From an optimization exercise on the open Yosys and OpenROAD flow, aimed at small area and a short achievable clock period; shortcuts taken in it are not production practice.
Where RTL was checked, it was by simulation tests only, not by an equivalence proof against the original.
No activity file was given, so power comes from the tool's default toggle rates.

==> cedar: inputs <==
==> flow/design.v <==
package decode_pkg;
    typedef enum logic [2:0] {
        NONE      = 3'd0,
        REG       = 3'd1,
        MEM       = 3'd2,
        MODRM_REG = 3'd4
    } op_kind_t;
    typedef struct packed {
        logic pop;
        logic push;
    } stack_op_t;
    typedef struct packed {
        logic [15:0] opcode;
        logic [2:0]  size;
        op_kind_t    op0_kind;
        op_kind_t    op1_kind;
        logic [2:0]  op0_reg;
        logic [2:0]  op1_reg;
        logic [7:0]  modrm;
        logic [2:0]  seg_override;
        logic        seg_override_valid;
        stack_op_t   stack_op;
        logic        dest_valid;
        logic [2:0]  dest_reg;
    } decode_bundle_t;
    typedef struct packed {
        decode_bundle_t instr;
        logic [2:0]     op0_sel;
        logic [2:0]     op1_sel;
        logic [31:0]    op0_value;
        logic [31:0]    op1_value;
        logic [15:0]    seg_value;
        logic [31:0]    stack_address;
    } access_bundle_t;
endpackage
package regfile_pkg;
    localparam int NUM_REGS = 8;
    localparam int NUM_SEGS = 6;
    localparam logic [2:0] ESP_INDEX = 3'd4;
    localparam logic [2:0] CS_INDEX = 3'd1;
    localparam logic [2:0] SS_INDEX = 3'd2;
    localparam logic [2:0] DS_INDEX = 3'd3;
    localparam logic [2:0] SIZE_BYTE  = 3'd0;
    localparam logic [2:0] SIZE_WORD  = 3'd1;
    localparam logic [2:0] SIZE_DWORD = 3'd2;
    typedef struct packed {
        logic        en;
        logic        stack;
        logic [2:0]  number;
        logic [2:0]  size;
        logic [31:0] data;
    } reg_wb_t;
    typedef struct packed {
        logic        en;
        logic [2:0]  number;
        logic [15:0] data;
    } seg_wb_t;
endpackage
`timescale 1ns/1ps
module register_access_top (
    input  logic                       clk,
    input  logic                       reset,
    input  logic                       flush,
    input  logic [15:0]                write_cs,
    input  logic                       write_cs_enable,
    input  logic                       d_valid,
    output logic                       d_ready,
    input  logic [48:0]                d_bundle_bits,
    output logic                       r_valid,
    input  logic                       r_ready,
    output logic [166:0]               r_bundle_bits,
    input  logic [39:0]                wb_reg_bits,
    input  logic [19:0]                wb_seg_bits
);
    logic [2:0]  d_size;
    logic [2:0]  d_k0;
    logic [2:0]  d_k1;
    logic [2:0]  d_r0;
    logic [2:0]  d_r1;
    logic [2:0]  d_rm;
    logic [2:0]  d_so;
    logic        d_sov;
    logic        d_pop;
    logic        d_push;
    logic        d_dv;
    logic [2:0]  d_dr;
    assign d_size = d_bundle_bits[32:30];
    assign d_k0   = d_bundle_bits[29:27];
    assign d_k1   = d_bundle_bits[26:24];
    assign d_r0   = d_bundle_bits[23:21];
    assign d_r1   = d_bundle_bits[20:18];
    assign d_rm   = d_bundle_bits[12:10];
    assign d_so   = d_bundle_bits[9:7];
    assign d_sov  = d_bundle_bits[6];
    assign d_pop  = d_bundle_bits[5];
    assign d_push = d_bundle_bits[4];
    assign d_dv   = d_bundle_bits[3];
    assign d_dr   = d_bundle_bits[2:0];
    logic        wb_en;
    logic        wb_stack;
    logic [2:0]  wb_num;
    logic [2:0]  wb_size;
    logic [31:0] wb_data;
    logic        ws_en;
    logic [2:0]  ws_num;
    logic [15:0] ws_data;
    assign wb_en    = wb_reg_bits[39];
    assign wb_stack = wb_reg_bits[38];
    assign wb_num   = wb_reg_bits[37:35];
    assign wb_size  = wb_reg_bits[34:32];
    assign wb_data  = wb_reg_bits[31:0];
    assign ws_en    = wb_seg_bits[19];
    assign ws_num   = wb_seg_bits[18:16];
    assign ws_data  = wb_seg_bits[15:0];
    logic [7:0][31:0] gpr;
    logic [5:0][15:0] seg;
    logic [31:0]      esp_work;
    logic [7:0][1:0]  pending;
    logic [48:0]      q_instr;
    logic [31:0]      q_op0;
    logic [31:0]      q_op1;
    logic [15:0]      q_seg;
    logic [31:0]      q_stack;
    logic [2:0] sel0;
    logic [2:0] sel1;
    assign sel0 = (d_k0 == 3'd4) ? d_rm : d_r0;
    assign sel1 = (d_k1 == 3'd4) ? d_rm : d_r1;
    logic [7:0] busy;
    logic       stall;
    logic       accept;
    always_comb begin
        for (int i = 0; i < 8; i++) begin
            busy[i] = |pending[i];
        end
    end
    assign stall = d_valid && (((d_k0 == 3'd1) && busy[d_r0]) ||
                               ((d_k0 == 3'd4) && busy[d_rm]) ||
                               ((d_k1 == 3'd1) && busy[d_r1]) ||
                               ((d_k1 == 3'd4) && busy[d_rm]) ||
                               ((d_push || d_pop) && busy[4]));
    assign d_ready = !stall && (!r_valid || r_ready);
    assign accept  = d_valid && d_ready;
    always_ff @(posedge clk) begin
        for (int i = 0; i < 8; i++) begin
            if (reset) begin
                gpr[i] <= '0;
            end else if (wb_en && (wb_num == 3'(i))) begin
                if (wb_size <= 3'd2) gpr[i][7:0]   <= wb_data[7:0];
                if (wb_size == 3'd1 || wb_size == 3'd2) gpr[i][15:8] <= wb_data[15:8];
                if (wb_size == 3'd2) gpr[i][31:16] <= wb_data[31:16];
            end
        end
    end
    always_ff @(posedge clk) begin
        for (int j = 0; j < 6; j++) begin
            if (reset) begin
                seg[j] <= '0;
            end else if (j == 1 && write_cs_enable) begin
                seg[j] <= write_cs;
            end else if (ws_en && (ws_num == 3'(j))) begin
                seg[j] <= ws_data;
            end
        end
    end
    logic [29:0] esp_dec;
    logic [29:0] esp_inc;
    logic [31:0] esp_m2;
    logic [31:0] esp_m4;
    logic [31:0] esp_p2;
    logic [31:0] esp_p4;
    logic [31:0] esp_push;
    logic [31:0] esp_pop;
    logic        word;
    logic        reload;
    assign esp_dec  = esp_work[31:2] - 30'd1;
    assign esp_inc  = esp_work[31:2] + 30'd1;
    assign esp_m4   = {esp_dec, esp_work[1:0]};
    assign esp_p4   = {esp_inc, esp_work[1:0]};
    assign esp_m2   = esp_work[1] ? {esp_work[31:2], 1'b0, esp_work[0]} : {esp_dec, 1'b1, esp_work[0]};
    assign esp_p2   = esp_work[1] ? {esp_inc, 1'b0, esp_work[0]} : {esp_work[31:2], 1'b1, esp_work[0]};
    assign word     = (d_size == 3'd1);
    assign esp_push = word ? esp_m2 : esp_m4;
    assign esp_pop  = word ? esp_p2 : esp_p4;
    assign reload   = wb_en && !wb_stack && (wb_num == 3'd4);
    always_ff @(posedge clk) begin
        if (reset) begin
            esp_work <= '0;
        end else if (reload) begin
            esp_work <= wb_data;
        end else if (accept && d_push) begin
            esp_work <= esp_push;
        end else if (accept && d_pop) begin
            esp_work <= esp_pop;
        end
    end
    always_ff @(posedge clk) begin
        for (int i = 0; i < 8; i++) begin
            if (reset || flush) begin
                pending[i] <= 2'd0;
            end else begin
                if (accept && d_dv && (d_dr == 3'(i)) && !(wb_en && (wb_num == 3'(i)))) begin
                    if (pending[i] != 2'd3) pending[i] <= pending[i] + 2'd1;
                end else if (wb_en && (wb_num == 3'(i)) && !(accept && d_dv && (d_dr == 3'(i)))) begin
                    if (pending[i] != 2'd0) pending[i] <= pending[i] - 2'd1;
                end
            end
        end
    end
    logic [2:0]  seg_sel;
    logic [15:0] seg_value;
    logic [31:0] stack_base;
    logic [31:0] stack_value;
    assign seg_sel   = d_sov ? d_so : 3'd3;
    assign seg_value = (seg_sel < 3'd6) ? seg[seg_sel] : 16'd0;
    assign stack_base  = d_pop ? esp_work : esp_push;
    assign stack_value = (d_push || d_pop) ? ({12'd0, seg[2], 4'd0} + stack_base) : 32'd0;
    always_ff @(posedge clk) begin
        if (reset || flush) begin
            r_valid <= 1'b0;
        end else if (accept) begin
            r_valid <= 1'b1;
        end else if (r_ready) begin
            r_valid <= 1'b0;
        end
    end
    always_ff @(posedge clk) begin
        if (!r_valid || r_ready) begin
            q_instr <= d_bundle_bits;
            q_op0   <= gpr[sel0];
            q_op1   <= gpr[sel1];
            q_seg   <= seg_value;
            q_stack <= stack_value;
        end
    end
    logic [2:0] q_sel0;
    logic [2:0] q_sel1;
    assign q_sel0 = (q_instr[29:27] == 3'd4) ? q_instr[12:10] : q_instr[23:21];
    assign q_sel1 = (q_instr[26:24] == 3'd4) ? q_instr[12:10] : q_instr[20:18];
    assign r_bundle_bits = {q_instr, q_sel0, q_sel1, q_op0, q_op1, q_seg, q_stack};
endmodule
==> flow/run.sh <==
#!/bin/bash
# synth_recipe.tcl (not shown) runs the flow's synth.tcl, then flattens the netlist and writes it again
# the make line also repeats each setting of config.mk as NAME=value (left out here)
make -C /OpenROAD-flow-scripts/flow DESIGN_CONFIG=/design/flow/config.mk WORK_HOME=/design/flow/orfs CLKGATE_MAP_FILE= SYNTH_SCRIPT=/design/flow/synth_recipe.tcl finish
==> flow/config.mk <==
export PLATFORM = sky130hd
export DESIGN_NAME = register_access_top
export DESIGN_NICKNAME = register_access_top
export VERILOG_FILES = /design/flow/design.v
export SDC_FILE = /design/flow/constraint.sdc
export NUM_CORES = 4
export LEC_CHECK = 0
export CAP_MARGIN = 20
export CORE_MARGIN = 2
export CORE_UTILIZATION = 40
export SLEW_MARGIN = 20
==> flow/constraint.sdc <==
create_clock -name core_clock -period 5.0 [get_ports {clk}]
set_input_delay 1.0000 -clock core_clock [delete_from_list [all_inputs] [get_ports {clk}]]
set_output_delay 1.0000 -clock core_clock [all_outputs]
set_load 0.01 [all_outputs]
==> violet (differences from cedar) <==
--- a/flow/design.v
+++ b/flow/design.v
@@ -142,22 +142,37 @@
     assign accept  = d_valid && d_ready;
-    always_ff @(posedge clk) begin
-        for (int i = 0; i < 8; i++) begin
-            if (reset) begin
-                gpr[i] <= '0;
-            end else if (wb_en && (wb_num == 3'(i))) begin
-                if (wb_size <= 3'd2) gpr[i][7:0]   <= wb_data[7:0];
-                if (wb_size == 3'd1 || wb_size == 3'd2) gpr[i][15:8] <= wb_data[15:8];
-                if (wb_size == 3'd2) gpr[i][31:16] <= wb_data[31:16];
-            end
-        end
-    end
-    always_ff @(posedge clk) begin
+    logic [31:0] gpr_wd;
+    logic        lane0;
+    logic        lane1;
+    logic        lane2;
+    logic [7:0]  gpr_hit;
+    assign gpr_wd = reset ? 32'd0 : wb_data;
+    assign lane0  = (wb_size == 3'd0) || (wb_size == 3'd1) || (wb_size == 3'd2);
+    assign lane1  = (wb_size == 3'd1) || (wb_size == 3'd2);
+    assign lane2  = (wb_size == 3'd2);
+    always_comb begin
+        for (int i = 0; i < 8; i++) begin
+            gpr_hit[i] = wb_en && (wb_num == 3'(i));
+        end
+    end
+    always_ff @(posedge clk) begin
+        for (int i = 0; i < 8; i++) begin
+            if (reset || (gpr_hit[i] && lane0)) gpr[i][7:0]   <= gpr_wd[7:0];
+            if (reset || (gpr_hit[i] && lane1)) gpr[i][15:8]  <= gpr_wd[15:8];
+            if (reset || (gpr_hit[i] && lane2)) gpr[i][31:16] <= gpr_wd[31:16];
+        end
+    end
+    logic [15:0] seg_wd;
+    logic [15:0] cs_wd;
+    logic [5:0]  seg_we;
+    assign seg_wd = reset ? 16'd0 : ws_data;
+    assign cs_wd  = reset ? 16'd0 : (write_cs_enable ? write_cs : ws_data);
+    always_comb begin
         for (int j = 0; j < 6; j++) begin
-            if (reset) begin
-                seg[j] <= '0;
-            end else if (j == 1 && write_cs_enable) begin
-                seg[j] <= write_cs;
-            end else if (ws_en && (ws_num == 3'(j))) begin
-                seg[j] <= ws_data;
-            end
+            seg_we[j] = reset || (ws_en && (ws_num == 3'(j)));
+        end
+        seg_we[1] = seg_we[1] || write_cs_enable;
+    end
+    always_ff @(posedge clk) begin
+        for (int j = 0; j < 6; j++) begin
+            if (seg_we[j]) seg[j] <= (j == 1) ? cs_wd : seg_wd;
         end
@@ -174,4 +189,7 @@
     logic        reload;
-    assign esp_dec  = esp_work[31:2] - 30'd1;
-    assign esp_inc  = esp_work[31:2] + 30'd1;
+    esp_inc_dec esp_inc_dec0 (
+        .x   (esp_work[31:2]),
+        .inc (esp_inc),
+        .dec (esp_dec)
+    );
     assign esp_m4   = {esp_dec, esp_work[1:0]};
@@ -184,12 +202,8 @@
     assign reload   = wb_en && !wb_stack && (wb_num == 3'd4);
-    always_ff @(posedge clk) begin
-        if (reset) begin
-            esp_work <= '0;
-        end else if (reload) begin
-            esp_work <= wb_data;
-        end else if (accept && d_push) begin
-            esp_work <= esp_push;
-        end else if (accept && d_pop) begin
-            esp_work <= esp_pop;
-        end
+    logic        esp_we;
+    logic [31:0] esp_wd;
+    assign esp_we = reset || reload || (accept && (d_push || d_pop));
+    assign esp_wd = reset ? 32'd0 : (reload ? wb_data : (d_push ? esp_push : esp_pop));
+    always_ff @(posedge clk) begin
+        if (esp_we) esp_work <= esp_wd;
     end
@@ -208,10 +222,41 @@
     end
+    logic [7:0]  sel0_oh;
+    logic [7:0]  sel1_oh;
+    logic [31:0] op0_value;
+    logic [31:0] op1_value;
+    always_comb begin
+        for (int i = 0; i < 8; i++) begin
+            sel0_oh[i] = (sel0 == 3'(i));
+            sel1_oh[i] = (sel1 == 3'(i));
+        end
+    end
+    register_read_mux read_mux0 (
+        .sel   (sel0_oh),
+        .regs  (gpr),
+        .value (op0_value)
+    );
+    register_read_mux read_mux1 (
+        .sel   (sel1_oh),
+        .regs  (gpr),
+        .value (op1_value)
+    );
     logic [2:0]  seg_sel;
     logic [15:0] seg_value;
-    logic [31:0] stack_base;
-    logic [31:0] stack_value;
     assign seg_sel   = d_sov ? d_so : 3'd3;
     assign seg_value = (seg_sel < 3'd6) ? seg[seg_sel] : 16'd0;
-    assign stack_base  = d_pop ? esp_work : esp_push;
-    assign stack_value = (d_push || d_pop) ? ({12'd0, seg[2], 4'd0} + stack_base) : 32'd0;
+    logic [15:0] ss_dec;
+    logic        ss_zero;
+    logic [31:0] ss_term;
+    logic [31:0] stack_value;
+    logic [31:0] stack_sum;
+    assign ss_dec  = seg[2] - 16'd1;
+    assign ss_zero = (seg[2] == 16'd0);
+    assign ss_term = d_pop ? {12'd0, seg[2], 4'd0} :
+                     {{12{ss_zero}}, ss_dec, 2'b11, word, 1'b0};
+    stack_adder stack_adder0 (
+        .a   (esp_work),
+        .b   (ss_term),
+        .sum (stack_sum)
+    );
+    assign stack_value = (d_push || d_pop) ? stack_sum : 32'd0;
     always_ff @(posedge clk) begin
@@ -228,4 +273,4 @@
             q_instr <= d_bundle_bits;
-            q_op0   <= gpr[sel0];
-            q_op1   <= gpr[sel1];
+            q_op0   <= op0_value;
+            q_op1   <= op1_value;
             q_seg   <= seg_value;
@@ -240 +285,45 @@
 endmodule
+module register_read_mux (
+    input  logic [7:0]       sel,
+    input  logic [7:0][31:0] regs,
+    output logic [31:0]      value
+);
+    always_comb begin
+        value = '0;
+        for (int i = 0; i < 8; i++) begin
+            value = value | (regs[i] & {32{sel[i]}});
+        end
+    end
+endmodule
+module esp_inc_dec (
+    input  logic [29:0] x,
+    output logic [29:0] inc,
+    output logic [29:0] dec
+);
+    logic [29:0] ones  [6];
+    logic [29:0] zeros [6];
+    always_comb begin
+        ones[0]  = x;
+        zeros[0] = ~x;
+        for (int l = 0; l < 5; l++) begin
+            for (int i = 0; i < 30; i++) begin
+                if (((i >> l) & 1) == 1) begin
+                    ones[l+1][i]  = ones[l][i]  & ones[l][((i >> l) << l) - 1];
+                    zeros[l+1][i] = zeros[l][i] & zeros[l][((i >> l) << l) - 1];
+                end else begin
+                    ones[l+1][i]  = ones[l][i];
+                    zeros[l+1][i] = zeros[l][i];
+                end
+            end
+        end
+    end
+    assign inc = x ^ {ones[5][28:0], 1'b1};
+    assign dec = x ^ {zeros[5][28:0], 1'b1};
+endmodule
+module stack_adder (
+    input  logic [31:0] a,
+    input  logic [31:0] b,
+    output logic [31:0] sum
+);
+    assign sum = a + b;
+endmodule
==> flow/flow/run.sh (new file) <==
#!/bin/bash
# The standard layout, with the smallest buffer on the ports instead of the
# delay buffer buffer_ports picks by default. make's full output goes to
# flow_make.log here; ORFS keeps each step's log under orfs/logs/.
set -euo pipefail
bash standard.sh "BUFFER_PORTS_ARGS=-buffer_cell sky130_fd_sc_hd__buf_1" finish > flow_make.log 2>&1
==> flow/standard.sh (new file) <==
#!/bin/bash
# synth_recipe.tcl (not shown) runs the flow's synth.tcl, then flattens the netlist and writes it again
# the make line also repeats each setting of config.mk as NAME=value (left out here)
make -C /OpenROAD-flow-scripts/flow DESIGN_CONFIG=/design/flow/config.mk WORK_HOME=/design/flow/orfs CLKGATE_MAP_FILE= SYNTH_SCRIPT=/design/flow/synth_recipe.tcl "${@:-finish}"
CTS_BUF_LIST = sky130_fd_sc_hd__clkbuf_8   (was unset)
SETUP_SLACK_MARGIN = 2.2   (was unset)
SYNTH_HIERARCHICAL = 1   (was unset)
removed: flow/run.sh
==> zinc (differences from cedar) <==
--- a/flow/design.v
+++ b/flow/design.v
@@ -142,22 +142,37 @@
     assign accept  = d_valid && d_ready;
-    always_ff @(posedge clk) begin
-        for (int i = 0; i < 8; i++) begin
-            if (reset) begin
-                gpr[i] <= '0;
-            end else if (wb_en && (wb_num == 3'(i))) begin
-                if (wb_size <= 3'd2) gpr[i][7:0]   <= wb_data[7:0];
-                if (wb_size == 3'd1 || wb_size == 3'd2) gpr[i][15:8] <= wb_data[15:8];
-                if (wb_size == 3'd2) gpr[i][31:16] <= wb_data[31:16];
-            end
-        end
-    end
-    always_ff @(posedge clk) begin
+    logic [31:0] gpr_wd;
+    logic        lane0;
+    logic        lane1;
+    logic        lane2;
+    logic [7:0]  gpr_hit;
+    assign gpr_wd = reset ? 32'd0 : wb_data;
+    assign lane0  = (wb_size == 3'd0) || (wb_size == 3'd1) || (wb_size == 3'd2);
+    assign lane1  = (wb_size == 3'd1) || (wb_size == 3'd2);
+    assign lane2  = (wb_size == 3'd2);
+    always_comb begin
+        for (int i = 0; i < 8; i++) begin
+            gpr_hit[i] = wb_en && (wb_num == 3'(i));
+        end
+    end
+    always_ff @(posedge clk) begin
+        for (int i = 0; i < 8; i++) begin
+            if (reset || (gpr_hit[i] && lane0)) gpr[i][7:0]   <= gpr_wd[7:0];
+            if (reset || (gpr_hit[i] && lane1)) gpr[i][15:8]  <= gpr_wd[15:8];
+            if (reset || (gpr_hit[i] && lane2)) gpr[i][31:16] <= gpr_wd[31:16];
+        end
+    end
+    logic [15:0] seg_wd;
+    logic [15:0] cs_wd;
+    logic [5:0]  seg_we;
+    assign seg_wd = reset ? 16'd0 : ws_data;
+    assign cs_wd  = reset ? 16'd0 : (write_cs_enable ? write_cs : ws_data);
+    always_comb begin
         for (int j = 0; j < 6; j++) begin
-            if (reset) begin
-                seg[j] <= '0;
-            end else if (j == 1 && write_cs_enable) begin
-                seg[j] <= write_cs;
-            end else if (ws_en && (ws_num == 3'(j))) begin
-                seg[j] <= ws_data;
-            end
+            seg_we[j] = reset || (ws_en && (ws_num == 3'(j)));
+        end
+        seg_we[1] = seg_we[1] || write_cs_enable;
+    end
+    always_ff @(posedge clk) begin
+        for (int j = 0; j < 6; j++) begin
+            if (seg_we[j]) seg[j] <= (j == 1) ? cs_wd : seg_wd;
         end
@@ -184,12 +199,8 @@
     assign reload   = wb_en && !wb_stack && (wb_num == 3'd4);
-    always_ff @(posedge clk) begin
-        if (reset) begin
-            esp_work <= '0;
-        end else if (reload) begin
-            esp_work <= wb_data;
-        end else if (accept && d_push) begin
-            esp_work <= esp_push;
-        end else if (accept && d_pop) begin
-            esp_work <= esp_pop;
-        end
+    logic        esp_we;
+    logic [31:0] esp_wd;
+    assign esp_we = reset || reload || (accept && (d_push || d_pop));
+    assign esp_wd = reset ? 32'd0 : (reload ? wb_data : (d_push ? esp_push : esp_pop));
+    always_ff @(posedge clk) begin
+        if (esp_we) esp_work <= esp_wd;
     end
==> summary.txt <==
Timing
  – PnR worst setup slack: 1.34 ns

Worst setup path
  – CP Launch Type: flip-flop
  – Worst endpoint required time: ~5.4 ns

Pwr
  – Power Sequential: 6.08 mW
  – Pint: 8.36 mW
  – Leakage dissipation: roughly 11 nW
  – Clock network power: between 3 and 4 mW

Floorplan
  – Die X: approximately 260 um
  – Initial Util: between 40 and 50%

Cells and area
  – Layout cells sized above 1: 19.1%
  – Final Cell Area: between 30000 and 40000 sq um

GRT
  – Vias in the first global route: approximately 19000
  – Global-route wire length before repair: ~110 mm

Hold path
  – Worst min path class: input port to flip-flop

Drt
  – Vias: about 19000

Status
  – Status: timing/DRC/antenna clean

Synth
  – Main combinational cell family by area after synthesis: compound AO/OA/AOI/OAI gates
  – Post-synthesis sequential area ratio: between 60% and 70%

Place
  – GPL Wtd Cong: 0.845

Clocking
  – Clk Latency, worst-skew pair: 0.71 ns
That was violet.
==> summary.txt <==
Status
  – Status: timing/DRC/antenna clean

Pwr
  – Clock network power: about 4.3 mW
  – Leakage dissipation: around 11 nW
  – Pint: 9.35 mW

Synth
  – Simple-gate share of the synthesized area: about 8.6%
  – Main combinational cell family by area after synthesis: multiplexers

Worst setup path
  – CP Launch Type: input port
  – Worst endpoint required time: 4.00 ns
  – Worst setup path endpoint: d_ready

Place
  – GPL Wtd Cong: ~0.85

Cells and area
  – Layout cells sized above 1: between 10% and 20%
  – Clk cell area share: about 5.8%
  – Final Cell Area: around 33000 sq um

Timing
  – PnR worst setup slack: 0.452 ns

GRT
  – Vias in the first global route: between 15000 and 20000
  – Global-route wire length before repair: between 100 and 150 mm

Floorplan
  – Initial Util: 40.6%
  – Die X: around 260 um

Hold path
  – Worst min path class: flip-flop to flip-flop

Clocking
  – Clk Latency, worst-skew pair: about 0.63 ns
That was zinc.
==> summary.txt <==
Status
  – Status: timing/DRC/antenna clean

Pwr
  – Leakage dissipation: 12.5 nW
  – Pint: roughly 8.3 mW
  – Clock network power: about 4.6 mW

Place
  – GPL Wtd Cong: approximately 0.93

GRT
  – Global-route wire length before repair: about 150 mm

Floorplan
  – Initial Util: 40.3%

Synth
  – Main combinational cell family by area after synthesis: simple AND/OR/NAND/NOR gates

Drt
  – Vias: ~27000

Hold path
  – Worst min path class: flip-flop to flip-flop

Worst setup path
  – CP Launch Type: input port
That was cedar.
No functional check of the RTL was part of violet.

## port drivers added, routing unchanged
In the flow no input, the clock included, has a driving cell. The finished layouts below were timed again as built, in two steps. Step 1, drivers: a clkbuf_16 drives clk and a buf_2 each remaining input, both assumed. Step 2 times the ports against the registers' clock, not the clock port: input delays grow and output delays shrink by t, the midpoint of the rising clock arrivals with the driver on. Three values: ideal, step 1, step 2; two values: the first two.
run | shift t [ns] | setup slack, ns | worst setup path after step 2 | worst slew at a driven data input, ns | pins driven straight from the clock port
cedar | 0.708 | 0.360 / 0.320 / 0.011 | input to register | 0.13 | 1
violet | 0.752 | 1.337 / 1.337 / 0.657 | input to register | 0.13 | 1
zinc | 0.677 | 0.452 / 0.424 / 0.050 | input to register | 0.11 | 1
After both steps every run listed still meets setup and hold. For violet, which loses most, drivers alone change the setup slack by 0.000 ns; drivers and shift together by -0.680 ns.
